This is an optimization exercise on Yosys and OpenROAD, whose aim is small area, not a production implementation.
RTL that was checked went through simulation tests only; none was proved equivalent to the original.
Function not checked in run 2: the RTL went through the layout flow alone.
Power and IR drop assume default switching activity.

$ cat design.v
package periph_pkg;
	localparam int DATA_WIDTH = 32;
	localparam int STRB_WIDTH = DATA_WIDTH / 8;
	localparam int SLOT_BITS  = 4;
	localparam int N_SLOTS    = 1 << SLOT_BITS;
	localparam int SLOT_PIC      = 0;
	localparam int SLOT_WDOG     = 1;
	localparam int SLOT_TMRA     = 4;
	localparam int SLOT_MCLOCKS  = 8;
	localparam int SLOT_MOPSTALL = 9;
	localparam int SLOT_MPFSTALL = 10;
	localparam int SLOT_MICOUNT  = 11;
	localparam int N_INTS   = 15;
	localparam int INT_EXT  = 0;
	localparam int INT_TMRA = 1;
endpackage
module cpu_periphs #(
	parameter int C_AXI_ADDR_WIDTH = 6
) (
	input  logic                        S_AXI_ACLK,
	input  logic                        i_cpu_reset,
	input  logic                        S_AXI_AWVALID,
	output logic                        S_AXI_AWREADY,
	input  logic [C_AXI_ADDR_WIDTH-1:0] S_AXI_AWADDR,
	input  logic                        S_AXI_WVALID,
	output logic                        S_AXI_WREADY,
	input  logic [31:0]                 S_AXI_WDATA,
	input  logic [3:0]                  S_AXI_WSTRB,
	output logic                        S_AXI_BVALID,
	input  logic                        S_AXI_BREADY,
	output logic [1:0]                  S_AXI_BRESP,
	input  logic                        S_AXI_ARVALID,
	output logic                        S_AXI_ARREADY,
	input  logic [C_AXI_ADDR_WIDTH-1:0] S_AXI_ARADDR,
	output logic                        S_AXI_RVALID,
	input  logic                        S_AXI_RREADY,
	output logic [31:0]                 S_AXI_RDATA,
	output logic [1:0]                  S_AXI_RRESP,
	input  logic                        i_cpu_halted,
	input  logic                        i_cpu_opstall,
	input  logic                        i_cpu_pfstall,
	input  logic                        i_cpu_icount,
	input  logic                        i_ext_int,
	output logic                        o_interrupt,
	output logic                        o_watchdog_reset
);
	logic rst;
	assign rst = i_cpu_reset;
	logic awready, bvalid, rvalid;
	logic [31:0] rdata;
	always_ff @(posedge S_AXI_ACLK) begin
		awready <= !rst && !awready && S_AXI_AWVALID && S_AXI_WVALID
			&& (!bvalid || S_AXI_BREADY);
		bvalid  <= !rst && (awready || (bvalid && !S_AXI_BREADY));
		rvalid  <= !rst && (!rvalid ? S_AXI_ARVALID : !S_AXI_RREADY);
	end
	assign S_AXI_AWREADY = awready;
	assign S_AXI_WREADY  = awready;
	assign S_AXI_BVALID  = bvalid;
	assign S_AXI_BRESP   = 2'b00;
	assign S_AXI_ARREADY = !rvalid;
	assign S_AXI_RVALID  = rvalid;
	assign S_AXI_RDATA   = rdata;
	assign S_AXI_RRESP   = 2'b00;
	logic [3:0] aw_slot;
	assign aw_slot = S_AXI_AWADDR[5:2];
	logic wr_pic, wr_wdog, wr_tmra;
	logic [3:0] wr_cnt;
	assign wr_pic  = awready && (aw_slot == 4'd0);
	assign wr_wdog = awready && (aw_slot == 4'd1);
	assign wr_tmra = awready && (aw_slot == 4'd4);
	assign wr_cnt[0] = awready && (aw_slot == 4'd8);
	assign wr_cnt[1] = awready && (aw_slot == 4'd9);
	assign wr_cnt[2] = awready && (aw_slot == 4'd10);
	assign wr_cnt[3] = awready && (aw_slot == 4'd11);
	logic [31:0] wd;
	assign wd = S_AXI_WDATA & {32{!rst}};
	logic [1:0]  pending;
	logic [14:0] enable;
	logic        wdog_int, tmra_int;
	logic [1:0]  src;
	assign src = {tmra_int, i_ext_int};
	always_ff @(posedge S_AXI_ACLK) begin
		pending <= {2{!rst}} & ((pending & ~({2{wr_pic}} & S_AXI_WDATA[1:0])) | src);
		if (rst || wr_pic)
			enable <= {15{!rst}} & (S_AXI_WDATA[31] ? (enable | S_AXI_WDATA[30:16])
				: (enable & ~S_AXI_WDATA[30:16]));
	end
	assign o_interrupt = |(pending & enable[1:0]);
	logic cpu_ce;
	assign cpu_ce = !i_cpu_halted;
	logic [30:0] wcount;
	logic        w_one;
	assign w_one = (wcount == 31'd1);
	always_ff @(posedge S_AXI_ACLK) begin
		wdog_int <= !rst && !wr_wdog && cpu_ce && w_one;
		if (rst || wr_wdog)
			wcount <= wd[30:0];
		else if (cpu_ce && (wcount != 31'd0))
			wcount <= wcount - 31'd1;
	end
	assign o_watchdog_reset = wdog_int;
	logic [30:0] tcount, tinterval;
	logic        treload;
	logic        t_one;
	assign t_one = (tcount == 31'd1);
	always_ff @(posedge S_AXI_ACLK) begin
		tmra_int <= !rst && !wr_tmra && cpu_ce && t_one;
		if (rst || wr_tmra) begin
			tcount    <= wd[30:0];
			tinterval <= wd[30:0];
			treload   <= wd[31] && (wd[30:1] != 30'd0);
		end else if (cpu_ce && (tcount != 31'd0)) begin
			if (t_one && treload)
				tcount <= tinterval;
			else
				tcount <= tcount - 31'd1;
		end
	end
	logic [3:0]  ev;
	logic [31:0] cnt [4];
	assign ev = {i_cpu_icount, i_cpu_pfstall, i_cpu_opstall, !i_cpu_halted};
	for (genvar k = 0; k < 4; k++) begin : g_cnt
		logic [31:0] inc;
		assign inc = cnt[k] + {31'd0, ev[k]};
		for (genvar b = 0; b < 4; b++) begin : g_byte
			logic ld;
			assign ld = rst || (wr_cnt[k] && S_AXI_WSTRB[b]);
			always_ff @(posedge S_AXI_ACLK)
				cnt[k][8*b +: 8] <= ld ? wd[8*b +: 8] : inc[8*b +: 8];
		end
	end
	logic [3:0]  ar_slot;
	logic [31:0] rsel;
	assign ar_slot = S_AXI_ARADDR[5:2];
	always_comb begin
		case (ar_slot)
			4'd0:    rsel = {o_interrupt, enable, 14'd0, pending};
			4'd1:    rsel = {1'b0, wcount};
			4'd4:    rsel = {treload, tcount};
			4'd8:    rsel = cnt[0];
			4'd9:    rsel = cnt[1];
			4'd10:   rsel = cnt[2];
			4'd11:   rsel = cnt[3];
			default: rsel = 32'd0;
		endcase
	end
	always_ff @(posedge S_AXI_ACLK)
		if (!rvalid && S_AXI_ARVALID)
			rdata <= rsel;
endmodule
$ cat config.mk
export PLATFORM = sky130hd
export DESIGN_NAME = cpu_periphs
export DESIGN_NICKNAME = cpu_periphs
export VERILOG_FILES = /design/flow/design.v
export SDC_FILE = /design/flow/constraint.sdc
export NUM_CORES = 4
export LEC_CHECK = 0
export CAP_MARGIN = 20
export CORE_MARGIN = 2
export CORE_UTILIZATION = 40
export SLEW_MARGIN = 20
$ cat constraint.sdc
create_clock -name core_clock -period 6.0 [get_ports {S_AXI_ACLK}]
set_input_delay 1.2000 -clock core_clock [delete_from_list [all_inputs] [get_ports {S_AXI_ACLK}]]
set_output_delay 1.2000 -clock core_clock [all_outputs]
set_load 0.01 [all_outputs]
$ cat run.sh
#!/bin/bash
# synth_recipe.tcl (not shown) runs the flow's synth.tcl, then flattens the netlist and writes it again
# the make line also repeats each setting of config.mk as NAME=value (left out here)
make -C /OpenROAD-flow-scripts/flow DESIGN_CONFIG=/design/flow/config.mk WORK_HOME=/design/flow/orfs CLKGATE_MAP_FILE= SYNTH_SCRIPT=/design/flow/synth_recipe.tcl finish
==> results.sh, run 1 <==
export IMPL_num_rows=71
export IMPL_seq_power_share=0.457
export IMPL_layout_drive_gt1_share=0.0599
export IMPL_finalCriticalPeriod_ns=3.86
export IMPL_finalHoldViolCount=0
export IMPL_synth_area_leaders="edfxtp_1 28%, dfxtp_1 18%, a211oi_1 6.4%"
export IMPL_fp_dieW_um=199
export IMPL_fin_setup_tns_ns=0
export IMPL_clk_pin_slew_worst_paths_ns=0.06
export IMPL_yosysTopAreaCellShare=0.277
export IMPL_dpl_hpwl_mm=34.8
export IMPL_drt_wl_total_mm=49.5
export IMPL_synth_seq_cells=276
export IMPL_slowest_stage="or2_2"
export IMPL_dr_first_iter_drc_count=1456
export IMPL_instances_no_fill=2196
export IMPL_setup_worst_path_start_class="primary input"
export IMPL_ys_flop_type="edfxtp_1"
export IMPL_p_switching_mw=1.21
export IMPL_cts_hold_buf=0
export IMPL_post_synth_cell_area_avg_um2=9.43
export IMPL_drcViolationCount=0
export IMPL_core_mm2=0.0377
export IMPL_synth_area_mm2=0.0153
export IMPL_post_drt_wl_per_cell_um=22.5
export IMPL_detail_route_antenna_nets=0
export IMPL_cts_tree="done"
export IMPL_cts_buffers=34
export IMPL_fin_worst_skew_ns=0.0151
export IMPL_grt_overflow=0
export IMPL_grt_pass1_vias=12368
export IMPL_finalCritPeriodShare=0.643
export IMPL_cts_buffer_depth=3
export IMPL_ctsResizeCount=0
export IMPL_clock_latency_ns=0.52
export IMPL_nets=1732
export IMPL_max_stage_delay_ns=0.76
export IMPL_initial_core_util=0.406
export IMPL_cp_required_ns=6.13
export IMPL_grt_use_total=0.249
export IMPL_endpoint_kind="flip-flop"
export IMPL_gp_congestion=0.911
export IMPL_fin_area_mm2=0.0178
export IMPL_yosysUniqueCellTypes=70
export IMPL_finish_utilization=0.471
export IMPL_dieArea_mm2=0.0398
export IMPL_yosysTopAreaCell="edfxtp_1"
export IMPL_relSlewSlack=0.287
export IMPL_clkSinkCount=276
export IMPL_grt_setup_unrepaired="no"
export IMPL_first_pass_iters=8
export IMPL_post_cts_buffers=0
export IMPL_hp_class="flip-flop to flip-flop"
export IMPL_worstPathMaxFanout=55
export IMPL_async_flop_share=0
export IMPL_fill_cells=3613
export IMPL_num_vias=13365
export IMPL_cpMostUsedCell="nor2b_1"
export IMPL_syn_inst=1620
export IMPL_max_freq_ghz=0.259
export IMPL_p_total_mw=4.82
export IMPL_power_internal_mw=3.61
export IMPL_ys_warn_count=2
export IMPL_p_leak_nw=5.85
export IMPL_routed_via_density=6.09
export IMPL_p_sw_frac=0.251
export IMPL_io_buffers=94
export IMPL_area_delta_synth_final_pct=16.2
export IMPL_power_share_clock=0.446
export IMPL_tightest_slew_ns=1.07
export IMPL_chipHeight_um=199
export IMPL_antenna_found_initial=1
export IMPL_crit_chain="clkdlybuf4s50_1 -> nor2b_1 -> nor2b_1 -> nand3b_1 -> buf_4 -> nand2_1 -> or2_2"
export IMPL_rr_worst_depth=5
export IMPL_io_pins=103
export IMPL_crit_type="primary input to flip-flop"
export IMPL_synth_most_common_cell="nor2_1"
export IMPL_postPlaceCellArea_mm2=0.0166
export IMPL_grt_max_degree=102
export IMPL_maxCapViolations=0
export IMPL_yosys_top_cells_count="199 x nor2_1, 141 x edfxtp_1, 135 x dfxtp_1"
export IMPL_arrival_ns=3.99
export IMPL_status="no timing/DRC/antenna violations"
export IMPL_place_inst=2135
export IMPL_setup_viol=0
export IMPL_cts_max_level=2
export IMPL_synth_edf_count=141
export IMPL_holdPathStages=2
export IMPL_p_comb_frac=0.097
export IMPL_antenna_cells=0
export IMPL_ir_worst_vdd_mv=0.161
export IMPL_grt_first_pass_wirelength_mm=75.3
export IMPL_cts_root_buf="clkbuf_16"
export IMPL_finalMaxSlewViolations=0
export IMPL_powerDensity_mw_per_mm2=271
export IMPL_ys_seq_area_frac=0.454
[registers in the layout, indices dropped and copies added, names as in the netlist, 2 cells and up]
name / cells
rdata: 32
tcount: 31
enable: 15
cnt: 128
tinterval: 31
wcount: 31
pending: 2
[worst max-delay path: cells and delay by family]
kind,cells,cell delay (ns)
AND/OR/NAND/NOR,5,1.99
buffers and inverters,2,0.76
[layer usage]
layer | up-vias | GRT usage | share of wire
met5 | - | 0 | 0
li1 | 6211 | - | -
met4 | 0 | 0.121 | 0.046
met1 | 6470 | 0.342 | 0.43
met3 | 111 | 0.0285 | 0.072
met2 | 573 | 0.391 | 0.45
[metrics by stage]
stage                     hold WS, ns  setup slack, ns
after CTS                       0.505             2.21
after global placement          0.483             1.76
after detailed placement        0.491             1.69
after global routing            0.545             1.93
final                           0.495             2.14
after floorplan                 0.413             1.88
[path summary, 6_finish.rpt]
path | from | to | slack (ns)
worst max-delay path | S_AXI_AWADDR[5] | wcount[18] | 2.14
worst min-delay path | bvalid | bvalid | 0.49
worst min register to register | bvalid | bvalid | 0.49
worst max register to register | tcount[7] | tcount[27] | 2.61
[final cells by class]
type / count / area (µm²) / share of cell area
multi-input cells: 1204 / 7810 / 0.440
inverters: 29 / 109 / 0.00613
flip-flops and latches: 276 / 6940 / 0.391
clock buffers: 48 / 997 / 0.0562
clock inverters: 13 / 161 / 0.00909
repair buffers: 115 / 1110 / 0.0624
well taps: 511 / 639 / 0.0360
[logic make-up after synthesis]
logic type	share of synthesized area
and+or+nand+nor	0.230
other	0.000245
muxes	0.0197
DFF	0.454
buffers and inverters	0.0394
AOI/OAI and AO/OA	0.157
xor gates and xnor gates	0.0894
adders and majority gates	0.00982
[power groups by stage]
stage	combinational (mW)	clock, mW	sequential (mW)
floorplan	0.279	0	2.20
global placement	0.458	0	2.23
detailed placement	0.463	0	2.24
CTS	0.466	2.17	2.20
global route	0.508	2.25	2.21
finish	0.469	2.15	2.20
[cells in the final DEF, fill, tap and decap left out, drive strengths merged, types with 48 or more instances in the layout]
cell type and n:
nor2 199, edfxtp 141, dfxtp 135, a211oi 131, nand2 107, xnor2 103, nand3 97, clkdlybuf4s50 93
nor3 54, nor4 54, xor2 53, clkbuf 48
==> run 2: changes to the inputs <==
--- a/design.v
+++ b/design.v
@@ -90,32 +90,30 @@
 	logic cpu_ce;
 	assign cpu_ce = !i_cpu_halted;
 	logic [30:0] wcount;
-	logic        w_one;
-	assign w_one = (wcount == 31'd1);
+	logic        w_up0, w_one, w_dec;
+	assign w_up0 = (wcount[30:1] == 30'd0);
+	assign w_one = w_up0 && wcount[0];
+	assign w_dec = cpu_ce && !(w_up0 && !wcount[0]);
 	always_ff @(posedge S_AXI_ACLK) begin
 		wdog_int <= !rst && !wr_wdog && cpu_ce && w_one;
-		if (rst || wr_wdog)
-			wcount <= wd[30:0];
-		else if (cpu_ce && (wcount != 31'd0))
-			wcount <= wcount - 31'd1;
+		wcount   <= (rst || wr_wdog) ? wd[30:0] : wcount - {30'd0, w_dec};
 	end
 	assign o_watchdog_reset = wdog_int;
 	logic [30:0] tcount, tinterval;
 	logic        treload;
-	logic        t_one;
-	assign t_one = (tcount == 31'd1);
+	logic        t_up0, t_one, t_dec, t_rl;
+	assign t_up0 = (tcount[30:1] == 30'd0);
+	assign t_one = t_up0 && tcount[0];
+	assign t_dec = cpu_ce && !(t_up0 && !tcount[0]);
+	assign t_rl  = cpu_ce && t_one && treload;
 	always_ff @(posedge S_AXI_ACLK) begin
 		tmra_int <= !rst && !wr_tmra && cpu_ce && t_one;
 		if (rst || wr_tmra) begin
-			tcount    <= wd[30:0];
 			tinterval <= wd[30:0];
 			treload   <= wd[31] && (wd[30:1] != 30'd0);
-		end else if (cpu_ce && (tcount != 31'd0)) begin
-			if (t_one && treload)
-				tcount <= tinterval;
-			else
-				tcount <= tcount - 31'd1;
 		end
+		tcount <= (rst || wr_tmra) ? wd[30:0]
+			: t_rl ? tinterval : tcount - {30'd0, t_dec};
 	end
 	logic [3:0]  ev;
 	logic [31:0] cnt [4];
@@ -146,6 +144,6 @@
 		endcase
 	end
 	always_ff @(posedge S_AXI_ACLK)
-		if (!rvalid && S_AXI_ARVALID)
+		if (!rvalid)
 			rdata <= rsel;
 endmodule
==> flow/run.sh (new file) <==
#!/bin/bash
# Standard layout, unchanged; each tool's output is logged by standard.sh
bash standard.sh > standard.log 2>&1
==> standard.sh (new file) <==
#!/bin/bash
# synth_recipe.tcl (not shown) runs the flow's synth.tcl, then flattens the netlist and writes it again
# the make line also repeats each setting of config.mk as NAME=value (left out here)
make -C /OpenROAD-flow-scripts/flow DESIGN_CONFIG=/design/flow/config.mk WORK_HOME=/design/flow/orfs CLKGATE_MAP_FILE= SYNTH_SCRIPT=/design/flow/synth_recipe.tcl "${@:-finish}"
removed: run.sh
==> run 2 against run 1 <==
- still clean
- worst hold slack worse by 0.0022 ns
- first-iteration DRC count increased by 17%
- global-route usage decreased by 0.48 points
- critical path type unchanged
- worst setup slack improved by 0.20 ns
- sequential share of layout area is 1.7 points lower
- sequential power is 12% higher
- synthesized area down 4.4%
- via count down 2.4%
==> results.sh, run 2 <==
export IMPL_layout_drive_gt1_share=0.0535
export IMPL_reg_top3="cnt (128), rdata (32)"
export IMPL_layout_common_cells="218 x nor2_1, 197 x dfxtp_1, 123 x a211oi_1, 108 x nand2_1, 100 x xnor2_1"
export IMPL_r2r_slack_ns=2.53
export IMPL_initial_core_util=0.409
export IMPL_num_vias=13046
export IMPL_p_leak_nw=5.71
export IMPL_hp_class="flip-flop to flip-flop"
export IMPL_nets=1751
export IMPL_finalMaxSlewViolations=0
export IMPL_power_share_clock=0.319
export IMPL_routed_via_density=6.03
export IMPL_drt_wl_total_mm=47.7
export IMPL_largest_reg_flops=128
export IMPL_p_comb_frac=0.279
export IMPL_cp_required_ns=6.36
export IMPL_io_pins=103
export IMPL_crit_chain="clkdlybuf4s50_1 -> nor2_1 -> ha_1 -> or3b_2 -> nor3_1 -> nand3_1 -> o21ai_0 -> a311oi_1"
export IMPL_yosysUniqueCellTypes=61
export IMPL_place_ws_ns=1.85
export IMPL_use_met1=0.341
export IMPL_slowest_stage="nor3_1"
export IMPL_dr_first_iter_drc_count=1697
export IMPL_ys_flop_type="dfxtp_1"
export IMPL_setup_viol=0
export IMPL_yosysTopAreaCell="dfxtp_1"
export IMPL_power_internal_mw=3.98
export IMPL_fill_cells=3482
export IMPL_first_pass_iters=6
export IMPL_hold_end="tcount[23]"
export IMPL_cts_hold_buf=0
export IMPL_finalHoldViolCount=0
export IMPL_status="no timing/DRC/antenna violations"
export IMPL_io_buffers=94
export IMPL_cts_max_level=2
export IMPL_max_freq_ghz=0.273
export IMPL_num_rows=69
export IMPL_antenna_cells=0
export IMPL_setup_worst_path_start_class="primary input"
export IMPL_grt_pass1_vias=11993
export IMPL_gr_max_usage_layer="met2"
export IMPL_holdPathStages=2
export IMPL_synth_area_leaders="dfxtp_1 27%, edfxtp_1 16%, a211oi_1 6.3%"
export IMPL_grt_use_total=0.244
export IMPL_clk_pin_slew_worst_paths_ns=0.06
export IMPL_fin_worst_skew_ns=0.0175
export IMPL_finish_utilization=0.473
export IMPL_post_cts_buffers=0
export IMPL_area_delta_synth_final_pct=15.7
export IMPL_ir_worst_vdd_mv=0.167
export IMPL_grt_max_degree=79
export IMPL_use_met3=0.0499
export IMPL_grt_use_met2=0.381
export IMPL_top_register="cnt"
export IMPL_finalCriticalPeriod_ns=3.66
export IMPL_max_stage_delay_ns=0.79
export IMPL_endpoint_kind="flip-flop"
export IMPL_ys_seq_area_frac=0.432
export IMPL_cts_root_buf="clkbuf_16"
export IMPL_grt_overflow=0
export IMPL_clkSinkCount=276
export IMPL_ctsResizeCount=0
export IMPL_detail_route_antenna_nets=0
export IMPL_final_common_cell="nor2_1"
export IMPL_fin_setup_tns_ns=0
export IMPL_fin_ws_ns=2.34
export IMPL_ff_latch_area_mm2=0.00632
export IMPL_synth_most_common_cell="nor2_1"
export IMPL_cts_tree="done"
export IMPL_synth_edf_count=79
export IMPL_dpl_hpwl_mm=34.3
export IMPL_grt_first_pass_wirelength_mm=72.2
export IMPL_crit_type="primary input to flip-flop"
export IMPL_syn_inst=1639
export IMPL_min_from="tinterval[23]"
export IMPL_relSlewSlack=0.271
export IMPL_p_sw_frac=0.348
export IMPL_reg2reg_to="wcount[29]"
export IMPL_clock_latency_ns=0.51
export IMPL_post_drt_wl_per_cell_um=22.0
export IMPL_chipHeight_um=195
export IMPL_cts_buffers=34
export IMPL_seq_power_share=0.402
export IMPL_antenna_found_initial=0
export IMPL_fp_dieW_um=195
export IMPL_drcViolationCount=0
export IMPL_dieArea_mm2=0.0381
export IMPL_rr_worst_depth=11
export IMPL_synth_seq_cells=276
export IMPL_yosys_top_cells_count="220 x nor2_1, 197 x dfxtp_1, 123 x a211oi_1"
export IMPL_arrival_ns=4.02
export IMPL_async_flop_share=0
export IMPL_cts_buffer_depth=3
export IMPL_grt_setup_unrepaired="no"
export IMPL_tightest_slew_ns=1.08
export IMPL_finalCritPeriodShare=0.610
export IMPL_gp_congestion=0.906
export IMPL_post_synth_cell_area_avg_um2=8.91
export IMPL_multi_input_area_mm2=0.00771
export IMPL_maxCapViolations=0
export IMPL_powerDensity_mw_per_mm2=361
export IMPL_yosysTopAreaCellShare=0.270
export IMPL_core_mm2=0.0357
export IMPL_p_switching_mw=2.13
export IMPL_worstPathMaxFanout=9
export IMPL_ys_warn_count=2
export IMPL_synth_area_mm2=0.0146
export IMPL_r2r_start="wcount[3]"
-- run 2: cell count changes after synthesis, sizes merged, moves of 7 or more --
cell / previous run / this run
nor2: 199 / 220
mux2i: 29 / 18
o2bb2ai: 16 / 8
edfxtp: 141 / 79
nor2b: 27 / 18
inv: 29 / 45
a211oi: 131 / 123
o21ai: 18 / 25
nand2b: 8 / 20
xor2: 53 / 62
dfxtp: 135 / 197
-- run 2: power by group through the flow --
stage | logic, mW | registers, mW | clock network (mW)
after detailed placement | 1.68 | 2.48 | 0
after floorplan | 1.26 | 2.38 | 0
after global placement | 1.66 | 2.47 | 0
after CTS | 1.69 | 2.44 | 1.97
final | 1.70 | 2.46 | 1.95
after global routing | 1.87 | 2.48 | 2.05
-- run 2: stage by stage --
| stage | total power [mW] | area, µm² | hold slack, ns | std cells |
|---|---|---|---|---|
| 3_3_place_gp | 4.14 | 15900 | 0.467 | 2102 |
| 5_1_grt | 6.39 | 16900 | 0.532 | 2163 |
| 3_5_place_dp | 4.16 | 15900 | 0.482 | 2102 |
| 2_1_floorplan | 3.63 | 14600 | 0.413 | 1642 |
| 6_report | 6.11 | 16900 | 0.493 | 2163 |
| 4_1_cts | 6.11 | 16900 | 0.495 | 2163 |
-- run 2: cell type report --
cell class | instances | share of cell area
tap | 461 | 0.0341
inverter | 46 | 0.0102
multi-input combinational | 1206 | 0.456
timing repair buffer | 113 | 0.0642
clock inverter | 8 | 0.00259
sequential | 276 | 0.374
clock buffer | 53 | 0.0589
-- run 2: how the worst max path moves through the flow --
stage	startpoint	to	slack [ns]	depth (start not counted)
3_3_place_gp	i_cpu_halted	wcount[29]	1.87	8
2_1_floorplan	S_AXI_AWADDR[2]	tinterval[0]	2.82	4
3_5_place_dp	i_cpu_halted	wcount[29]	1.85	8
6_report	i_cpu_halted	wcount[29]	2.34	8
5_1_grt	i_cpu_halted	wcount[29]	2.21	8
4_1_cts	i_cpu_halted	wcount[29]	2.34	8
-- run 2: kinds of logic after synthesis --
family	share of synthesized area
compound gates	0.161
xor+xnor	0.0971
fa+ha+maj	0.0120
buf+inv	0.0438
flops	0.432
mux	0.0123
other cells	0.000257
simple gates	0.242
-- run 2: critical path: cells and delay by family --
kind	cells	cell delay, ns
compound gates	2	0.33
buf+inv	1	0.52
simple gates	4	1.77
fa+ha+maj	1	0.17
-- run 2: per-layer routing --
| layer | routed length [µm] | part of all wire |
|---|---|---|
| met3 | 3700 | 0.078 |
| met5 | 0 | 0 |
| met4 | 1310 | 0.027 |
| met1 | 21300 | 0.45 |
| met2 | 21400 | 0.45 |
==> run 3: changes to the inputs <==
--- a/design.v
+++ b/design.v
@@ -80,11 +80,13 @@
 	logic        wdog_int, tmra_int;
 	logic [1:0]  src;
 	assign src = {tmra_int, i_ext_int};
+	logic en_set, en_clr;
+	assign en_set = wr_pic && S_AXI_WDATA[31];
+	assign en_clr = wr_pic && !S_AXI_WDATA[31];
 	always_ff @(posedge S_AXI_ACLK) begin
 		pending <= {2{!rst}} & ((pending & ~({2{wr_pic}} & S_AXI_WDATA[1:0])) | src);
-		if (rst || wr_pic)
-			enable <= {15{!rst}} & (S_AXI_WDATA[31] ? (enable | S_AXI_WDATA[30:16])
-				: (enable & ~S_AXI_WDATA[30:16]));
+		enable  <= {15{!rst}} & ((enable & ~({15{en_clr}} & S_AXI_WDATA[30:16]))
+			| ({15{en_set}} & S_AXI_WDATA[30:16]));
 	end
 	assign o_interrupt = |(pending & enable[1:0]);
 	logic cpu_ce;
@@ -113,7 +115,7 @@
 			treload   <= wd[31] && (wd[30:1] != 30'd0);
 		end
 		tcount <= (rst || wr_tmra) ? wd[30:0]
-			: t_rl ? tinterval : tcount - {30'd0, t_dec};
+			: ((tcount - {30'd0, t_dec}) | ({31{t_rl}} & tinterval));
 	end
 	logic [3:0]  ev;
 	logic [31:0] cnt [4];
@@ -128,22 +130,24 @@
 				cnt[k][8*b +: 8] <= ld ? wd[8*b +: 8] : inc[8*b +: 8];
 		end
 	end
-	logic [3:0]  ar_slot;
-	logic [31:0] rsel;
+	logic [3:0] ar_slot;
+	logic       s_pic, s_wd, s_ta;
+	logic [3:0] s_cnt;
 	assign ar_slot = S_AXI_ARADDR[5:2];
-	always_comb begin
-		case (ar_slot)
-			4'd0:    rsel = {o_interrupt, enable, 14'd0, pending};
-			4'd1:    rsel = {1'b0, wcount};
-			4'd4:    rsel = {treload, tcount};
-			4'd8:    rsel = cnt[0];
-			4'd9:    rsel = cnt[1];
-			4'd10:   rsel = cnt[2];
-			4'd11:   rsel = cnt[3];
-			default: rsel = 32'd0;
-		endcase
-	end
+	assign s_pic    = !rvalid && (ar_slot == 4'd0);
+	assign s_wd     = !rvalid && (ar_slot == 4'd1);
+	assign s_ta     = !rvalid && (ar_slot == 4'd4);
+	assign s_cnt[0] = !rvalid && (ar_slot == 4'd8);
+	assign s_cnt[1] = !rvalid && (ar_slot == 4'd9);
+	assign s_cnt[2] = !rvalid && (ar_slot == 4'd10);
+	assign s_cnt[3] = !rvalid && (ar_slot == 4'd11);
 	always_ff @(posedge S_AXI_ACLK)
-		if (!rvalid)
-			rdata <= rsel;
+		rdata <= ({32{rvalid}} & rdata)
+			| ({32{s_pic}} & {o_interrupt, enable, 14'd0, pending})
+			| ({32{s_wd}} & {1'b0, wcount})
+			| ({32{s_ta}} & {treload, tcount})
+			| ({32{s_cnt[0]}} & cnt[0])
+			| ({32{s_cnt[1]}} & cnt[1])
+			| ({32{s_cnt[2]}} & cnt[2])
+			| ({32{s_cnt[3]}} & cnt[3]);
 endmodule
==> flow/run.sh (replaced) <==
#!/bin/bash
# Standard ORFS layout with two changes: synthesis maps logic with an
# area-oriented ABC script (flow/abc_area.script), and the port buffers
# are the smallest buffer cell. Registers and everything else as standard.
set -euo pipefail
rm -rf scripts_custom
cp -r "$FLOW_HOME/scripts" scripts_custom
cp flow/abc_area.script scripts_custom/abc_speed.script
bash standard.sh SCRIPTS_DIR="$PWD/scripts_custom" \
	"BUFFER_PORTS_ARGS=-buffer_cell sky130_fd_sc_hd__buf_1" finish > standard.log 2>&1
==> flow/abc_area.script (new file) <==
&get -n
&st
&dc2
&dc2
&dc2
&st
&dc2
&dch -f
&nf -a -R 1000
&st
&dc2
&dch -f
&nf -a -R 1000
&st
&dc2
&dch -f
&nf -a -R 1000
&put
--- a/config.mk
+++ b/config.mk
@@ -8,4 +8,7 @@
 export CAP_MARGIN = 20
 export CORE_MARGIN = 2
 export CORE_UTILIZATION = 40
+export CTS_BUF_LIST = sky130_fd_sc_hd__clkbuf_8
+export CTS_CLUSTER_DIAMETER = 50
+export CTS_CLUSTER_SIZE = 20
 export SLEW_MARGIN = 20
==> run 3 against run 2 <==
- clock power decreased by 15%
- core utilization decreased by 0.93 points
- via count decreased by 9.5%
- register-to-register slack got worse by 1.2 ns
- wire length decreased by 8.8%
- cell area decreased by 17%
- critical path depth increased by 10
- synthesized area decreased by 16%
- clock skew increased by 0.039 ns
- sequential power decreased by 2%
- critical endpoint is now cnt[0][30]
- synthesized cell count decreased by 21%
- worst hold slack got worse by 0.060 ns
- still clean
==> results.sh, run 3 <==
export IMPL_ys_flop_type="dfxtp_1"
export IMPL_finalCriticalPeriod_ns=4.64
export IMPL_finalHoldViolCount=0
export IMPL_setup_viol=0
export IMPL_crit_chain="buf_1 -> clkinv_1 -> ha_1 -> ha_1 -> and4_1 -> and3_1 -> and3_1 -> and3_1 -> and3_1 -> and3_1 -> and3_1 -> and3_1 -> and3_1 -> and3_1 -> and3_1 -> and3_1 -> a311o_1 -> o21ai_0"
export IMPL_syn_inst=1289
export IMPL_place_ws_ns=0.872
export IMPL_synth_area_leaders="dfxtp_1 40%, edfxtp_1 7.8%, o32ai_1 6.4%"
export IMPL_dieArea_mm2=0.0322
export IMPL_instances_no_fill=1855
export IMPL_yosys_top_cells_count="244 x dfxtp_1, 130 x a21oi_1, 90 x o32ai_1"
export IMPL_maxCapViolations=0
export IMPL_nets=1507
export IMPL_dpl_hpwl_mm=29.8
export IMPL_finalCritPeriodShare=0.773
export IMPL_yosysUniqueCellTypes=47
export IMPL_place_inst=1792
export IMPL_fin_worst_skew_ns=0.0561
export IMPL_async_flop_share=0
export IMPL_yosysTopAreaCellShare=0.397
export IMPL_ys_seq_area_frac=0.475
export IMPL_setup_worst_path_start_class="primary input"
export IMPL_crit_type="primary input to flip-flop"
export IMPL_fp_dieW_um=179
export IMPL_final_common_cell="dfxtp_1"
export IMPL_gp_congestion=0.875
export IMPL_routed_via_density=6.37
export IMPL_cts_tree="done"
export IMPL_layout_common_cells="243 x dfxtp_1, 130 x a21oi_1, 93 x buf_1, 90 x o32ai_1, 88 x nand2_1"
export IMPL_max_stage_delay_ns=0.34
export IMPL_synth_area_mm2=0.0123
export IMPL_fin_area_mm2=0.0141
export IMPL_num_rows=64
export IMPL_antenna_found_initial=0
export IMPL_clkSinkCount=276
export IMPL_cpMostUsedCell="and3_1"
export IMPL_post_drt_wl_per_cell_um=23.5
export IMPL_clock_latency_ns=0.58
export IMPL_ir_worst_vdd_mv=0.211
export IMPL_synth_edf_count=32
export IMPL_cp_required_ns=6.46
export IMPL_reg_top3="cnt (128), rdata (32)"
export IMPL_largest_reg_flops=128
export IMPL_grt_max_degree=44
export IMPL_finish_utilization=0.464
export IMPL_drcViolationCount=0
export IMPL_p_leak_nw=5.00
export IMPL_finalMaxSlewViolations=0
export IMPL_io_pins=103
export IMPL_io_buffers=94
export IMPL_chipHeight_um=179
export IMPL_hp_class="flip-flop to flip-flop"
export IMPL_clk_pin_slew_worst_paths_ns=0.09
export IMPL_slowest_stage="a311o_1"
export IMPL_postPlaceCellArea_mm2=0.0133
export IMPL_whs_ns=0.433
export IMPL_dr_first_iter_drc_count=1470
export IMPL_synth_seq_cells=276
export IMPL_cts_buffer_depth=3
export IMPL_grt_overflow=0
export IMPL_status="no timing/DRC/antenna violations"
export IMPL_ys_warn_count=2
export IMPL_worstPathMaxFanout=5
export IMPL_drt_wl_total_mm=43.5
export IMPL_initial_core_util=0.404
export IMPL_grt_use_total=0.267
export IMPL_synth_most_common_cell="dfxtp_1"
export IMPL_area_delta_synth_final_pct=14.7
export IMPL_fin_setup_tns_ns=0
export IMPL_grt_first_pass_wirelength_mm=65.2
export IMPL_endpoint_kind="flip-flop"
export IMPL_relSlewSlack=0.298
export IMPL_detail_route_antenna_nets=0
export IMPL_top_register="cnt"
export IMPL_first_pass_iters=6
export IMPL_ctsResizeCount=0
export IMPL_tightest_slew_ns=1.05
export IMPL_cts_hold_buf=0
export IMPL_post_cts_buffers=0
export IMPL_post_synth_cell_area_avg_um2=9.54
export IMPL_cts_buffers=35
export IMPL_core_mm2=0.0304
export IMPL_cts_max_level=2
export IMPL_yosysTopAreaCell="dfxtp_1"
export IMPL_powerDensity_mw_per_mm2=391
export IMPL_fin_ws_ns=1.36
export IMPL_antenna_cells=0
export IMPL_layout_drive_gt1_share=0.0583
export IMPL_cp_top_family="simple AND/OR/NAND/NOR gates"
export IMPL_num_vias=11813
export IMPL_grt_setup_unrepaired="no"
export IMPL_grt_pass1_vias=10797
export IMPL_cts_root_buf="clkbuf_8"
export IMPL_path_buf_inv=2
export IMPL_max_freq_ghz=0.216
export IMPL_p_total_mw=5.51
export IMPL_arrival_ns=5.09
## run 3: final cells by class
cell class / count / area, µm²
multi-input combinational: 964 / 6290
clock inverter: 25 / 303
timing repair buffer: 109 / 467
tap: 396 / 495
inverter: 47 / 176
clock buffer: 38 / 523
sequential: 276 / 5850
fill: 2991 / 16300
## run 3: final timing paths
path                 from          to  slack [ns]  cells past startpoint
max          i_cpu_halted  cnt[0][30]        1.36                     18
min              tmra_int  pending[1]        0.43                      2
max reg2reg     wcount[5]  wcount[30]        1.37                     17
min reg2reg      tmra_int  pending[1]        0.43                      2
## run 3: cell families after synthesis
logic type | Yosys count | synth area share
adder cells (fa/ha/maj) | 14 | 0.0142
flip-flops | 276 | 0.475
XOR/XNOR | 57 | 0.0406
buffers and inverters | 52 | 0.0174
other | 1 | 0.000305
AND/OR/NAND/NOR | 425 | 0.192
AO/OA/AOI/OAI | 464 | 0.260
## run 3: where the power goes
| part | switching [mW] | internal [mW] |
|---|---|---|
| logic | 0.894 | 0.565 |
| registers | 0.311 | 2.10 |
| clock network | 0.807 | 0.838 |
## run 3: per-layer routing
metal,track usage,vias up,routed length [µm]
met5,0,-,0
met2,0.409,581,19100
met1,0.370,5654,19100
met3,0.0470,100,3490
met4,0.111,0,1780
li1,-,5478,-
## run 3: worst reg2reg max path: stages (launching register included)
cell and delay (ns):
dfxtp_1 0.45, or4_1 0.21, or2_0 0.42, nor2_1 0.10, nand2_1 0.15, nor2_1 0.06, nor2_1 0.14, ha_1 0.24
nand3_1 0.30, or3_1 0.53, nor3_1 0.33, or4b_1 0.56, nor4_1 0.29, nand2_1 0.16, nor3_1 0.26, a21oi_1 0.11
o21ai_0 0.08, o21ai_0 0.09
==> run 4: changes to the inputs <==
==> flow/run.sh (replaced) <==
#!/bin/bash
# Standard ORFS layout with three changes: synthesis maps logic with an
# area-oriented ABC script (flow/abc_area.script); the port buffers are the
# smallest buffer cell; and clock tree synthesis uses small clusters of
# clkbuf_4 without dummy loads. Registers and everything else as standard.
set -euo pipefail
rm -rf scripts_custom
cp -r "$FLOW_HOME/scripts" scripts_custom
cp flow/abc_area.script scripts_custom/abc_speed.script
bash standard.sh SCRIPTS_DIR="$PWD/scripts_custom" \
	"BUFFER_PORTS_ARGS=-buffer_cell sky130_fd_sc_hd__buf_1" \
	"CTS_ARGS=-sink_clustering_enable -repair_clock_nets -dont_use_dummy_load -sink_clustering_size 10 -sink_clustering_max_diameter 40 -buf_list sky130_fd_sc_hd__clkbuf_4" \
	finish > standard.log 2>&1
--- a/config.mk
+++ b/config.mk
@@ -8,7 +8,4 @@
 export CAP_MARGIN = 20
 export CORE_MARGIN = 2
 export CORE_UTILIZATION = 40
-export CTS_BUF_LIST = sky130_fd_sc_hd__clkbuf_8
-export CTS_CLUSTER_DIAMETER = 50
-export CTS_CLUSTER_SIZE = 20
 export SLEW_MARGIN = 20
==> run 4 against run 3 <==
- clock skew rose by 0.068 ns
- final cell count decreased by 0.86%
- via count decreased by 0.49%
- register-to-register slack worse by 0.05 ns
- total power is 12% lower
- wire length down 0.26%
- global-route usage shrank 0.17 points
- die area stayed put
- critical endpoint is now wcount[30]
- largest power group unchanged
- highest routed layer unchanged
==> results.sh, run 4 <==
export IMPL_status="no timing/DRC/antenna violations"
export IMPL_synth_area_leaders="dfxtp_1 40%, edfxtp_1 7.8%, o32ai_1 6.4%"
export IMPL_cp_required_ns=6.48
export IMPL_finalCritPeriodShare=0.780
export IMPL_crit_chain="or4_1 -> or2_0 -> nor2_1 -> nand2_1 -> nor2_1 -> nor2_1 -> ha_1 -> nand3_1 -> or3_1 -> nor3_1 -> or4b_1 -> nor4_1 -> nand2_1 -> nor3_1 -> a21oi_1 -> o21ai_0 -> o21ai_0"
export IMPL_relSlewSlack=0.314
export IMPL_post_synth_cell_area_avg_um2=9.54
export IMPL_final_common_cell="dfxtp_1"
export IMPL_area_delta_synth_final_pct=10.8
export IMPL_place_inst=1792
export IMPL_finish_utilization=0.448
export IMPL_min_from="tmra_int"
export IMPL_arrival_ns=5.16
export IMPL_r2r_start="wcount[5]"
export IMPL_synth_seq_cells=276
export IMPL_syn_inst=1289
export IMPL_chipHeight_um=179
export IMPL_endpoint_kind="flip-flop"
export IMPL_clk_pin_slew_worst_paths_ns=0.09
export IMPL_tightest_slew_ns=1.03
export IMPL_cts_buffer_depth=3
export IMPL_yosys_top_cells_count="244 x dfxtp_1, 130 x a21oi_1, 90 x o32ai_1"
export IMPL_finalHoldViolCount=0
export IMPL_core_mm2=0.0304
export IMPL_worstPathMaxFanout=7
export IMPL_reg2reg_to="wcount[30]"
export IMPL_cts_root_buf="clkbuf_4"
export IMPL_cts_hold_buf=0
export IMPL_nets=1518
export IMPL_post_drt_wl_per_cell_um=23.6
export IMPL_max_stage_delay_ns=0.56
export IMPL_power_internal_mw=3.01
export IMPL_ir_worst_vdd_mv=0.200
export IMPL_p_sw_frac=0.379
export IMPL_cp_top_family="simple AND/OR/NAND/NOR gates"
export IMPL_p_leak_nw=4.78
export IMPL_seq_power_share=0.496
export IMPL_powerDensity_mw_per_mm2=356
export IMPL_first_pass_iters=9
export IMPL_ys_flop_type="dfxtp_1"
export IMPL_synth_most_common_cell="dfxtp_1"
export IMPL_yosysUniqueCellTypes=47
export IMPL_yosysTopAreaCellShare=0.397
export IMPL_detail_route_antenna_nets=0
export IMPL_gp_congestion=0.875
export IMPL_holdPathStages=2
export IMPL_p_comb_frac=0.301
export IMPL_async_flop_share=0
export IMPL_max_freq_ghz=0.214
export IMPL_clkSinkCount=276
export IMPL_dpl_hpwl_mm=29.8
export IMPL_p_switching_mw=1.84
export IMPL_path_buf_inv=0
export IMPL_synth_edf_count=32
export IMPL_slowest_stage="or4b_1"
export IMPL_initial_core_util=0.404
export IMPL_largest_reg_flops=128
export IMPL_io_pins=103
export IMPL_ys_seq_area_frac=0.475
export IMPL_hp_class="flip-flop to flip-flop"
export IMPL_finalCriticalPeriod_ns=4.68
export IMPL_num_vias=11755
export IMPL_fin_setup_tns_ns=0
export IMPL_num_rows=64
export IMPL_cpMostUsedCell="nor2_1"
export IMPL_whs_ns=0.454
export IMPL_grt_overflow=0
export IMPL_grt_setup_unrepaired="no"
export IMPL_dieArea_mm2=0.0322
export IMPL_yosysTopAreaCell="dfxtp_1"
export IMPL_synth_area_mm2=0.0123
export IMPL_cts_buffers=46
export IMPL_cts_max_level=2
export IMPL_dr_first_iter_drc_count=1433
export IMPL_top_register="cnt"
export IMPL_reg_top3="cnt (128), rdata (32)"
export IMPL_clock_latency_ns=0.71
export IMPL_grt_max_degree=44
export IMPL_layout_drive_gt1_share=0.0499
export IMPL_post_cts_buffers=0
export IMPL_setup_viol=0
export IMPL_fin_worst_skew_ns=0.124
export IMPL_antenna_found_initial=1
export IMPL_grt_pass1_vias=10763
export IMPL_routed_via_density=6.39
export IMPL_ys_warn_count=2
export IMPL_drcViolationCount=0
export IMPL_io_buffers=94
export IMPL_layout_common_cells="243 x dfxtp_1, 130 x a21oi_1, 93 x buf_1, 90 x o32ai_1, 88 x nand2_1"
export IMPL_hold_end="pending[1]"
export IMPL_setup_worst_path_start_class="flip-flop"
export IMPL_r2r_slack_ns=1.32
export IMPL_ctsResizeCount=0
export IMPL_crit_type="flip-flop to flip-flop"
export IMPL_fp_dieW_um=179
export IMPL_grt_first_pass_wirelength_mm=64.8
export IMPL_p_total_mw=4.85
export IMPL_drt_wl_total_mm=43.4
export IMPL_power_share_clock=0.203
export IMPL_grt_use_total=0.265
export IMPL_cts_tree="done"
export IMPL_instances_no_fill=1839
export IMPL_finalMaxSlewViolations=0
export IMPL_maxCapViolations=0
export IMPL_rr_worst_depth=17
## run 4: worst max path at each step
stage,from,to,slack [ns],cells past startpoint
2_1_floorplan,i_cpu_halted,cnt[0][30],1.53,17
3_3_place_gp,i_cpu_halted,cnt[0][30],0.98,18
3_5_place_dp,i_cpu_halted,cnt[0][30],0.87,18
4_1_cts,wcount[5],wcount[30],1.42,17
5_1_grt,wcount[5],wcount[30],0.97,17
6_report,wcount[5],wcount[30],1.32,17
## run 4: logic make-up after synthesis
family          count (synthesis)  share of synthesized area
xor+xnor                       57                     0.0406
simple gates                  425                      0.192
compound gates                464                      0.260
other cells                     1                   0.000305
buf+inv                        52                     0.0174
fa+ha+maj                      14                     0.0142
flops                         276                      0.475
## run 4: cell type report
| class | instances | area, µm² |
|---|---|---|
| Clock buffer | 46 | 345 |
| Fill cell | 3028 | 16800 |
| Multi-Input combinational cell | 964 | 6290 |
| Antenna cell | 1 | 2.50 |
| Sequential cell | 276 | 5850 |
| Tap cell | 396 | 495 |
| Inverter | 47 | 176 |
| Timing Repair Buffer | 109 | 467 |
## run 4: power by group through the flow
stage / logic (mW) / registers, mW / clock network [mW]
5_1_grt: 1.61 / 2.44 / 1.08
3_3_place_gp: 1.40 / 2.44 / 0
6_report: 1.46 / 2.41 / 0.986
3_5_place_dp: 1.42 / 2.44 / 0
4_1_cts: 1.43 / 2.40 / 1.01
2_1_floorplan: 1.01 / 2.33 / 0
## run 4: worst register-to-register path, cell delays in order (launching register included)
cell and delay (ns):
dfxtp_1 0.45, or4_1 0.21, or2_0 0.43, nor2_1 0.10
nand2_1 0.15, nor2_1 0.06, nor2_1 0.14, ha_1 0.23
nand3_1 0.30, or3_1 0.53, nor3_1 0.33, or4b_1 0.56
nor4_1 0.29, nand2_1 0.16, nor3_1 0.26, a21oi_1 0.11
o21ai_0 0.08, o21ai_0 0.09
## run 4: through the flow
stage                     setup slack (ns)  area, µm²
after floorplan                       1.53      12300
after global placement               0.977      13300
after detailed placement             0.872      13300
after CTS                             1.42      13600
after global routing                 0.970      13600
final                                 1.32      13600
## run 4: per-layer routing
metal  routed length [µm]  GRT usage  share of wire
met1                18900      0.366           0.43
met2                19300      0.410           0.44
met3                 3660     0.0477          0.084
met4                 1630      0.106          0.037
met5                    0          0              0
==> run 5: changes to the inputs <==
--- a/config.mk
+++ b/config.mk
@@ -7,5 +7,5 @@
 export LEC_CHECK = 0
 export CAP_MARGIN = 20
 export CORE_MARGIN = 2
-export CORE_UTILIZATION = 40
+export CORE_UTILIZATION = 60
 export SLEW_MARGIN = 20
==> run 5 against run 4 <==
- still clean
- wire length shrank 10%
- register-to-register slack gained 0.23 ns
- via count grew 1.8%
- worst hold slack lost 0.0075 ns
- non-clock buffer count grew 5
- fmax grew 2.4%
- critical path type is now primary input to flip-flop
- largest cell class unchanged
- largest power group unchanged
- highest routed layer unchanged
==> results.sh, run 5 <==
export IMPL_cp_required_ns=6.58
export IMPL_fin_worst_skew_ns=0.0837
export IMPL_post_cts_buffers=0
export IMPL_cts_max_level=2
export IMPL_p_switching_mw=1.77
export IMPL_antenna_found_initial=1
export IMPL_io_buffers=94
export IMPL_yosysUniqueCellTypes=47
export IMPL_clkSinkCount=276
export IMPL_p_total_mw=4.78
export IMPL_ctsResizeCount=0
export IMPL_yosysTopAreaCellShare=0.397
export IMPL_ys_flop_type="dfxtp_1"
export IMPL_gp_congestion=0.915
export IMPL_setup_viol=0
export IMPL_postPlaceCellArea_mm2=0.0131
export IMPL_detail_route_antenna_nets=0
export IMPL_grt_max_degree=56
export IMPL_crit_chain="buf_1 -> clkinv_1 -> ha_1 -> ha_1 -> and4_1 -> and3_1 -> and3_1 -> and3_1 -> and3_1 -> and3_1 -> and3_1 -> and3_1 -> and3_1 -> and3_1 -> and3_1 -> and3_1 -> a311o_1 -> o21ai_0"
export IMPL_reg2reg_to="wcount[30]"
export IMPL_worstPathMaxFanout=5
export IMPL_finalCritPeriodShare=0.762
export IMPL_grt_setup_unrepaired="no"
export IMPL_tightest_slew_ns=1.06
export IMPL_num_rows=52
export IMPL_multi_input_area_mm2=0.00628
export IMPL_initial_core_util=0.610
export IMPL_clock_latency_ns=0.68
export IMPL_synth_most_common_cell="dfxtp_1"
export IMPL_ys_warn_count=2
export IMPL_crit_type="primary input to flip-flop"
export IMPL_max_stage_delay_ns=0.34
export IMPL_synth_seq_cells=276
export IMPL_maxCapViolations=0
export IMPL_r2r_start="wcount[23]"
export IMPL_setup_worst_path_start_class="primary input"
export IMPL_yosysTopAreaCell="dfxtp_1"
export IMPL_status="no timing/DRC/antenna violations"
export IMPL_seq_power_share=0.503
export IMPL_largest_reg_flops=128
export IMPL_cts_tree="done"
export IMPL_rr_worst_depth=18
export IMPL_p_leak_nw=4.79
export IMPL_hp_class="flip-flop to flip-flop"
export IMPL_hold_end="pending[1]"
export IMPL_dr_first_iter_drc_count=1504
export IMPL_drt_wl_total_mm=38.9
export IMPL_grt_use_total=0.355
export IMPL_core_mm2=0.0202
export IMPL_fill_cells=1737
export IMPL_synth_area_mm2=0.0123
export IMPL_layout_common_cells="243 x dfxtp_1, 130 x a21oi_1, 93 x buf_1, 90 x o32ai_1, 88 x nand2_1"
export IMPL_finalCriticalPeriod_ns=4.57
export IMPL_drcViolationCount=0
export IMPL_ff_latch_area_mm2=0.00585
export IMPL_max_freq_ghz=0.219
export IMPL_layout_drive_gt1_share=0.0499
export IMPL_clk_pin_slew_worst_paths_ns=0.10
export IMPL_path_buf_inv=2
export IMPL_slowest_stage="a311o_1"
export IMPL_area_delta_synth_final_pct=9.54
export IMPL_syn_inst=1289
export IMPL_instances_no_fill=1716
export IMPL_nets=1520
export IMPL_cts_buffers=43
export IMPL_crit_cells=18
export IMPL_power_internal_mw=3.01
export IMPL_async_flop_share=0
export IMPL_synth_edf_count=32
export IMPL_dieArea_mm2=0.0217
export IMPL_post_synth_cell_area_avg_um2=9.54
export IMPL_grt_pass1_vias=11029
export IMPL_place_ws_ns=0.855
export IMPL_ir_worst_vdd_mv=0.164
export IMPL_cts_hold_buf=0
export IMPL_powerDensity_mw_per_mm2=355
export IMPL_top_register="cnt"
export IMPL_p_sw_frac=0.370
export IMPL_finalHoldViolCount=0
export IMPL_chipHeight_um=147
export IMPL_first_pass_iters=6
export IMPL_p_comb_frac=0.298
export IMPL_synth_area_leaders="dfxtp_1 40%, edfxtp_1 7.8%, o32ai_1 6.4%"
export IMPL_yosys_top_cells_count="244 x dfxtp_1, 130 x a21oi_1, 90 x o32ai_1"
export IMPL_arrival_ns=5.16
export IMPL_grt_first_pass_wirelength_mm=60.8
export IMPL_relSlewSlack=0.296
export IMPL_cts_buffer_depth=3
export IMPL_grt_overflow=0
export IMPL_power_share_clock=0.199
export IMPL_r2r_slack_ns=1.55
export IMPL_io_pins=103
export IMPL_dpl_hpwl_mm=26.7
export IMPL_fin_ws_ns=1.43
export IMPL_place_inst=1671
export IMPL_fin_setup_tns_ns=0
export IMPL_reg_top3="cnt (128), rdata (32)"
export IMPL_cts_root_buf="clkbuf_4"
export IMPL_cpMostUsedCell="and3_1"
export IMPL_finalMaxSlewViolations=0
export IMPL_holdPathStages=2
export IMPL_routed_via_density=6.97
export IMPL_post_drt_wl_per_cell_um=22.7
export IMPL_fin_area_mm2=0.0135
export IMPL_cp_top_family="simple AND/OR/NAND/NOR gates"
export IMPL_fp_dieW_um=147
export IMPL_final_common_cell="dfxtp_1"
export IMPL_endpoint_kind="flip-flop"
export IMPL_ys_seq_area_frac=0.475
export IMPL_num_vias=11961
export IMPL_min_from="tmra_int"
run 5: cell counts after synthesis:
Identical to the previous run, type by type.
run 5: worst max path at each step:
stage	slack, ns	end	startpoint
floorplan	1.53	cnt[0][30]	i_cpu_halted
global placement	0.90	cnt[0][30]	i_cpu_halted
detailed placement	0.86	cnt[0][30]	i_cpu_halted
CTS	1.54	cnt[0][30]	i_cpu_halted
global route	1.21	cnt[0][30]	i_cpu_halted
finish	1.43	cnt[0][30]	i_cpu_halted
run 5: cells by family after synthesis:
group	share of synthesized area
AOI/OAI and AO/OA	0.260
xor gates and xnor gates	0.0406
adders and majority gates	0.0142
buffers and inverters	0.0174
DFF	0.475
other	0.000305
and+or+nand+nor	0.192
run 5: cell type report:
class	count	share of cell area
Inverter	47	0.0131
Multi-Input combinational cell	964	0.466
Antenna cell	2	0.000372
Tap cell	270	0.0251
Timing Repair Buffer	114	0.0374
Sequential cell	276	0.434
Clock buffer	43	0.0240
run 5: tightest hold or removal path: cells and delay by family, from the launching register on:
family | cells | cell delay (ns)
flip-flops | 1 | 0.31
AND/OR/NAND/NOR | 1 | 0.07
AO/OA/AOI/OAI | 1 | 0.04
run 5: power groups by stage:
stage               combinational, mW  sequential (mW)  clock, mW
finish                           1.42             2.41      0.950
global route                     1.58             2.43       1.03
CTS                              1.40             2.39      0.960
detailed placement               1.39             2.43          0
global placement                 1.35             2.43          0
floorplan                        1.01             2.33          0
run 5: layer usage:
layer  share of wire  vias to the layer above  GRT usage
met5               0                        -          0
met3            0.11                       86     0.0621
li1                -                     5493          -
met2            0.43                      694      0.527
met1            0.43                     5688      0.519
met4           0.029                        0      0.131
run 5: stage by stage:
stage / hold WS [ns] / utilization
detailed placement: 0.434 / 0.652
floorplan: 0.413 / -
global placement: 0.425 / 0.652
finish: 0.446 / 0.668
global route: 0.463 / 0.668
CTS: 0.450 / 0.668
==> run 6: changes to the inputs <==
--- a/config.mk
+++ b/config.mk
@@ -7,5 +7,5 @@
 export LEC_CHECK = 0
 export CAP_MARGIN = 20
 export CORE_MARGIN = 2
-export CORE_UTILIZATION = 60
+export CORE_UTILIZATION = 70
 export SLEW_MARGIN = 20
==> run 6 against run 5 <==
- die area fell by 14%
- synthesized area unchanged
- total power decreased by 1.4%
- worst setup slack got worse by 0.019 ns
- synthesized cell count did not move
- combinational power hardly changed
- global-route usage is 5.1 points higher
- sequential power hardly changed
- clock power fell by 6.3%
- critical path type unchanged
- largest power group unchanged
==> results.sh, run 6 <==
export IMPL_p_switching_mw=1.74
export IMPL_arrival_ns=5.17
export IMPL_fin_worst_skew_ns=0.0623
export IMPL_cp_endpoint="cnt[0][30]"
export IMPL_synth_seq_cells=276
export IMPL_holdPathStages=2
export IMPL_yosys_top_cells_count="244 x dfxtp_1, 130 x a21oi_1, 90 x o32ai_1"
export IMPL_grt_setup_unrepaired="no"
export IMPL_cts_max_level=2
export IMPL_reg_top3="cnt (128), rdata (32)"
export IMPL_fin_setup_tns_ns=0
export IMPL_finalCriticalPeriod_ns=4.59
export IMPL_cts_tree="done"
export IMPL_rr_worst_depth=19
export IMPL_worstPathMaxFanout=5
export IMPL_setup_viol=0
export IMPL_gp_congestion=0.949
export IMPL_io_pins=103
export IMPL_ys_warn_count=2
export IMPL_finalCritPeriodShare=0.765
export IMPL_io_buffers=94
export IMPL_dpl_hpwl_mm=26.2
export IMPL_top_register="cnt"
export IMPL_ctsResizeCount=0
export IMPL_synth_most_common_cell="dfxtp_1"
export IMPL_final_common_cell="dfxtp_1"
export IMPL_clk_pin_slew_worst_paths_ns=0.10
export IMPL_fin_area_mm2=0.0134
export IMPL_layout_common_cells="244 x dfxtp_1, 130 x a21oi_1, 93 x buf_1, 90 x o32ai_1, 88 x nand2_1"
export IMPL_p_leak_nw=4.76
export IMPL_place_inst=1625
export IMPL_synth_area_leaders="dfxtp_1 40%, edfxtp_1 7.8%, o32ai_1 6.4%"
export IMPL_status="no timing/DRC/antenna violations"
export IMPL_clkSinkCount=276
export IMPL_async_flop_share=0
export IMPL_postPlaceCellArea_mm2=0.0131
export IMPL_powerDensity_mw_per_mm2=353
export IMPL_clock_latency_ns=0.67
export IMPL_r2r_slack_ns=1.61
export IMPL_area_delta_synth_final_pct=8.64
export IMPL_endpoint_kind="flip-flop"
export IMPL_ir_worst_vdd_mv=0.218
export IMPL_reg2reg_to="wcount[30]"
export IMPL_max_freq_ghz=0.218
export IMPL_crit_start="i_cpu_halted"
export IMPL_finalMaxSlewViolations=0
export IMPL_post_cts_buffers=0
export IMPL_initial_core_util=0.713
export IMPL_synth_edf_count=32
export IMPL_setup_worst_path_start_class="primary input"
export IMPL_p_sw_frac=0.370
export IMPL_cts_buffers=37
export IMPL_first_pass_iters=8
export IMPL_instances_no_fill=1663
export IMPL_yosysUniqueCellTypes=47
export IMPL_post_synth_cell_area_avg_um2=9.54
export IMPL_grt_max_degree=55
export IMPL_tightest_slew_ns=1.17
export IMPL_yosysTopAreaCellShare=0.397
export IMPL_yosysTopAreaCell="dfxtp_1"
export IMPL_hp_class="flip-flop to flip-flop"
export IMPL_routed_via_density=7.29
export IMPL_cts_root_buf="clkbuf_4"
export IMPL_synth_area_mm2=0.0123
export IMPL_fp_dieW_um=137
export IMPL_num_vias=12121
export IMPL_seq_power_share=0.510
export IMPL_multi_input_area_mm2=0.00628
export IMPL_detail_route_antenna_nets=0
export IMPL_chipHeight_um=137
export IMPL_num_rows=48
export IMPL_syn_inst=1289
export IMPL_drcViolationCount=0
export IMPL_antenna_found_initial=1
export IMPL_cp_required_ns=6.58
export IMPL_maxCapViolations=0
export IMPL_dr_first_iter_drc_count=1826
export IMPL_grt_first_pass_wirelength_mm=59.1
export IMPL_power_internal_mw=2.97
export IMPL_cts_hold_buf=0
export IMPL_power_share_clock=0.189
export IMPL_ys_seq_area_frac=0.475
export IMPL_grt_pass1_vias=10984
export IMPL_dieArea_mm2=0.0186
export IMPL_finalHoldViolCount=0
export IMPL_ff_latch_area_mm2=0.00585
export IMPL_relSlewSlack=0.212
export IMPL_nets=1513
export IMPL_p_comb_frac=0.301
export IMPL_post_drt_wl_per_cell_um=23.1
export IMPL_core_mm2=0.0172
export IMPL_drt_wl_total_mm=38.4
export IMPL_cts_buffer_depth=3
export IMPL_largest_reg_flops=128
export IMPL_layout_drive_gt1_share=0.0452
export IMPL_crit_type="primary input to flip-flop"
export IMPL_r2r_start="wcount[5]"
export IMPL_p_total_mw=4.71
export IMPL_ys_flop_type="dfxtp_1"
export IMPL_grt_use_total=0.406
export IMPL_grt_overflow=0
export IMPL_fill_cells=1290
run 6: cell count changes in the layout (fill, tap and decap cells not counted), sizes merged:
| cell | delta |
|---|---|
| clkbuf | -6 |
| buf | -1 |
| diode | -1 |
run 6: worst max-delay path, cell delays in order:
cell	delay [ns]
buf_1	0.21
clkinv_1	0.16
ha_1	0.26
ha_1	0.23
and4_1	0.24
and3_1	0.25
and3_1	0.22
and3_1	0.21
and3_1	0.23
and3_1	0.23
and3_1	0.21
and3_1	0.21
and3_1	0.23
and3_1	0.22
and3_1	0.22
and3_1	0.23
a311o_1	0.34
o21ai_0	0.06
run 6: area by class of cell:
type / count / share of cell area
tap: 225 / 0.0211
timing repair buffer: 113 / 0.0372
clock buffer: 37 / 0.0208
multi-input combinational: 964 / 0.470
sequential: 276 / 0.438
inverter: 47 / 0.0132
antenna: 1 / 0.000187
run 6: per-stage QoR:
stage           util  setup WS [ns]  hold slack, ns
2_1_floorplan      -           1.53           0.413
3_3_place_gp   0.759          0.918           0.422
3_5_place_dp   0.759          0.825           0.429
4_1_cts        0.775           1.48           0.445
5_1_grt        0.775           1.23           0.518
6_report       0.775           1.41           0.447
run 6: worst min path at each step:
stage             start          to  slack [ns]
2_1_floorplan  tmra_int  pending[1]        0.41
3_3_place_gp   tmra_int  pending[1]        0.42
3_5_place_dp   tmra_int  pending[1]        0.43
4_1_cts        tmra_int  pending[1]        0.44
5_1_grt        tmra_int  pending[1]        0.52
6_report       tmra_int  pending[1]        0.45
run 6: power groups by stage:
| stage | logic, mW | clock network (mW) | registers [mW] |
|---|---|---|---|
| floorplan | 1.01 | 0 | 2.33 |
| global placement | 1.34 | 0 | 2.42 |
| detailed placement | 1.38 | 0 | 2.43 |
| CTS | 1.39 | 0.884 | 2.38 |
| global route | 1.57 | 0.953 | 2.42 |
| finish | 1.42 | 0.890 | 2.40 |
run 6: kinds of logic (layout without fill, tap and decap cells):
kind of cell	Yosys count	in the layout	share of synthesized area
compound gates	464	464	0.260
xor+xnor	57	57	0.0406
fa+ha+maj	14	14	0.0142
buf+inv	52	197	0.0174
flops	276	276	0.475
other cells	1	5	0.000305
simple gates	425	425	0.192
run 6: metal layers:
metal | up-vias | wire length, µm | GRT usage
met5 | - | 0 | 0
met3 | 90 | 5050 | 0.0822
met2 | 854 | 16900 | 0.608
met4 | 0 | 1000 | 0.135
met1 | 5706 | 15400 | 0.588
li1 | 5471 | - | -
==> run 7: changes to the inputs <==
==> flow/abc_area.script (replaced) <==
&get -n
&st
&dc2
&dc2
&dc2
&st
&dc2
&dch -f
&nf -a -R 1000 -E 10
&st
&dc2
&dch -f
&nf -a -R 1000 -E 10
&st
&dc2
&dch -f
&nf -a -R 1000 -E 10
&put
==> run 7 against run 6 <==
- synthesized area shrank 0.89%
- combinational power hardly changed
- clock skew grew 0.0035 ns
- sequential share of layout area rose by 0.28 points
- core utilization decreased by 0.22 points
- wire length grew 5.8%
- worst hold slack improved by 0.032 ns
- global-route usage is 2.8 points higher
- clock-buffer cell count is 1 higher
- highest routed layer unchanged
==> results.sh, run 7 <==
export IMPL_postPlaceCellArea_mm2=0.0130
export IMPL_cts_hold_buf=0
export IMPL_drt_wl_total_mm=40.6
export IMPL_p_leak_nw=4.68
export IMPL_finish_utilization=0.773
export IMPL_r2r_start="wcount[16]"
export IMPL_syn_inst=1286
export IMPL_status="no timing/DRC/antenna violations"
export IMPL_synth_seq_cells=276
export IMPL_setup_worst_path_start_class="flip-flop"
export IMPL_cts_tree="done"
export IMPL_cts_max_level=2
export IMPL_finalCritPeriodShare=0.825
export IMPL_crit_chain="or4_1 -> nor3b_1 -> nor4bb_1 -> nand4_1 -> nor2_1 -> nor2_1 -> ha_1 -> nand2_1 -> or3_1 -> or3_1 -> nor2_1 -> nand2_1 -> nor4_1 -> nand2_1 -> nor3_1 -> a21oi_1 -> o21ai_0 -> o21ai_0"
export IMPL_grt_max_degree=39
export IMPL_slowest_stage="nor4_1"
export IMPL_cts_buffers=38
export IMPL_post_synth_cell_area_avg_um2=9.48
export IMPL_grt_overflow=0
export IMPL_ir_worst_vdd_mv=0.232
export IMPL_maxCapViolations=0
export IMPL_layout_common_cells="244 x dfxtp_1, 134 x nand2_1, 118 x a21oi_1, 94 x buf_1, 87 x o32ai_1"
export IMPL_synth_most_common_cell="dfxtp_1"
export IMPL_multi_input_area_mm2=0.00610
export IMPL_arrival_ns=5.49
export IMPL_post_cts_buffers=0
export IMPL_synth_area_leaders="dfxtp_1 40%, edfxtp_1 7.9%, o32ai_1 6.3%"
export IMPL_clk_pin_slew_worst_paths_ns=0.11
export IMPL_fin_ws_ns=1.05
export IMPL_drcViolationCount=0
export IMPL_finalMaxSlewViolations=0
export IMPL_ctsResizeCount=0
export IMPL_grt_pass1_vias=11507
export IMPL_p_total_mw=4.70
export IMPL_fp_dieW_um=136
export IMPL_relSlewSlack=0.152
export IMPL_ys_warn_count=2
export IMPL_fin_area_mm2=0.0133
export IMPL_grt_first_pass_wirelength_mm=62.3
export IMPL_rr_worst_depth=18
export IMPL_yosysTopAreaCell="dfxtp_1"
export IMPL_top_register="cnt"
export IMPL_largest_reg_flops=128
export IMPL_fill_cells=1287
export IMPL_core_mm2=0.0172
export IMPL_fin_setup_tns_ns=0
export IMPL_hp_class="flip-flop to flip-flop"
export IMPL_setup_viol=0
export IMPL_final_common_cell="dfxtp_1"
export IMPL_detail_route_antenna_nets=0
export IMPL_layout_drive_gt1_share=0.0474
export IMPL_chipHeight_um=136
export IMPL_powerDensity_mw_per_mm2=354
export IMPL_holdPathStages=2
export IMPL_clkSinkCount=276
export IMPL_yosysTopAreaCellShare=0.401
export IMPL_reg2reg_to="wcount[30]"
export IMPL_place_ws_ns=0.956
export IMPL_io_pins=103
export IMPL_gp_congestion=0.934
export IMPL_dr_first_iter_drc_count=2061
export IMPL_nets=1512
export IMPL_reg_top3="cnt (128), rdata (32)"
export IMPL_io_buffers=94
export IMPL_ff_latch_area_mm2=0.00585
export IMPL_finalCriticalPeriod_ns=4.95
export IMPL_grt_use_total=0.434
export IMPL_yosysUniqueCellTypes=46
export IMPL_area_delta_synth_final_pct=8.92
export IMPL_antenna_found_initial=1
export IMPL_first_pass_iters=10
export IMPL_cts_root_buf="clkbuf_4"
export IMPL_r2r_slack_ns=1.05
export IMPL_num_vias=12544
export IMPL_synth_edf_count=32
export IMPL_max_freq_ghz=0.202
export IMPL_dieArea_mm2=0.0185
export IMPL_cts_buffer_depth=3
export IMPL_num_rows=48
export IMPL_grt_setup_unrepaired="no"
export IMPL_ys_seq_area_frac=0.480
export IMPL_max_stage_delay_ns=0.79
export IMPL_ys_flop_type="dfxtp_1"
export IMPL_async_flop_share=0
export IMPL_fin_worst_skew_ns=0.0658
export IMPL_dpl_hpwl_mm=27.8
export IMPL_crit_type="flip-flop to flip-flop"
export IMPL_cp_required_ns=6.54
export IMPL_post_drt_wl_per_cell_um=24.4
export IMPL_routed_via_density=7.55
export IMPL_endpoint_kind="flip-flop"
export IMPL_synth_area_mm2=0.0122
export IMPL_tightest_slew_ns=1.26
export IMPL_clock_latency_ns=0.68
export IMPL_cp_endpoint="wcount[30]"
export IMPL_worstPathMaxFanout=6
export IMPL_finalHoldViolCount=0
export IMPL_crit_start="wcount[16]"
export IMPL_yosys_top_cells_count="244 x dfxtp_1, 135 x nand2_1, 118 x a21oi_1"
export IMPL_initial_core_util=0.710
[run 7: changes by cell type after synthesis, moves of 12 or more]
cell       delta
o21ai_0      -12
a31oi_1      +16
clkinv_1     +22
a21oi_1      -12
nand2b_1     -54
nand3b_1     -12
o2111ai_1    +14
nand3_1      -21
nand2_1      +47
[run 7: layout make-up]
cell class,count,share of cell area
well taps,225,0.0212
inverters,69,0.0195
multi-input cells,939,0.459
diodes,1,0.000189
flip-flops and latches,276,0.440
clock buffers,38,0.0215
repair buffers,114,0.0379
[run 7: through the flow]
step	cells	hold WS [ns]
after detailed placement	1623	0.478
final	1662	0.479
after floorplan	1289	0.413
after global placement	1623	0.435
after global routing	1662	0.514
after CTS	1661	0.488
[run 7: how the worst min path moves through the flow]
stage	start	endpoint	slack (ns)
after floorplan	tmra_int	pending[1]	0.41
after global placement	tmra_int	pending[1]	0.44
after detailed placement	tmra_int	pending[1]	0.48
after CTS	cnt[3][5]	rdata[5]	0.49
after global routing	rdata[28]	rdata[28]	0.51
final	cnt[3][5]	rdata[5]	0.48
[run 7: logic make-up after synthesis]
kind of cell,count (synthesis),synth area share
buf+inv,74,0.0243
simple gates,386,0.164
xor+xnor,60,0.0431
fa+ha+maj,14,0.0144
compound gates,475,0.274
other cells,1,0.000308
flops,276,0.480
[run 7: where the power goes]
group	total (mW)	switching (mW)	internal, mW
combinational	1.41	0.866	0.545
clock	0.907	0.614	0.293
sequential	2.39	0.295	2.09
[run 7: layer usage]
metal | routed length, µm | up-vias | track usage
li1 | - | 5481 | -
met1 | 15800 | 5922 | 0.614
met2 | 17300 | 996 | 0.640
met3 | 6040 | 145 | 0.111
met4 | 1490 | 0 | 0.165
met5 | 0 | - | 0
[run 7: critical path, delay by kind of cell (launching register included)]
family	cells	cell delay [ns]
AO/OA/AOI/OAI	3	0.26
flip-flops	1	0.49
AND/OR/NAND/NOR	14	3.83
adder cells (fa/ha/maj)	1	0.21

[what the ideal ports hide]
In the flow no input, the clock included, has a driving cell. The finished layouts below were timed again as built, in two steps. Step 1, drivers: a clkbuf_16 drives S_AXI_ACLK and a buf_2 each remaining input, both assumed. Step 2, shift: input delay + t, output delay - t, t = (earliest + latest rising clock arrival at the registers) / 2. This alone moves slack from input paths to output paths. Slacks: no drivers / after step 1 / after step 2; pairs: no drivers / after step 1.
run	t (ns)	setup WS [ns]
run 1	0.568	2.142 / 2.172 / 1.605
run 2	0.555	2.342 / 2.365 / 1.810
run 3	0.599	1.364 / 1.366 / 0.789
run 4	0.687	1.319 / 1.319 / 0.871
run 5	0.684	1.428 / 1.449 / 0.765
run 6	0.686	1.409 / 1.432 / 0.746
run 7	0.688	1.052 / 1.052 / 0.826
After both steps every run listed still meets setup and hold.
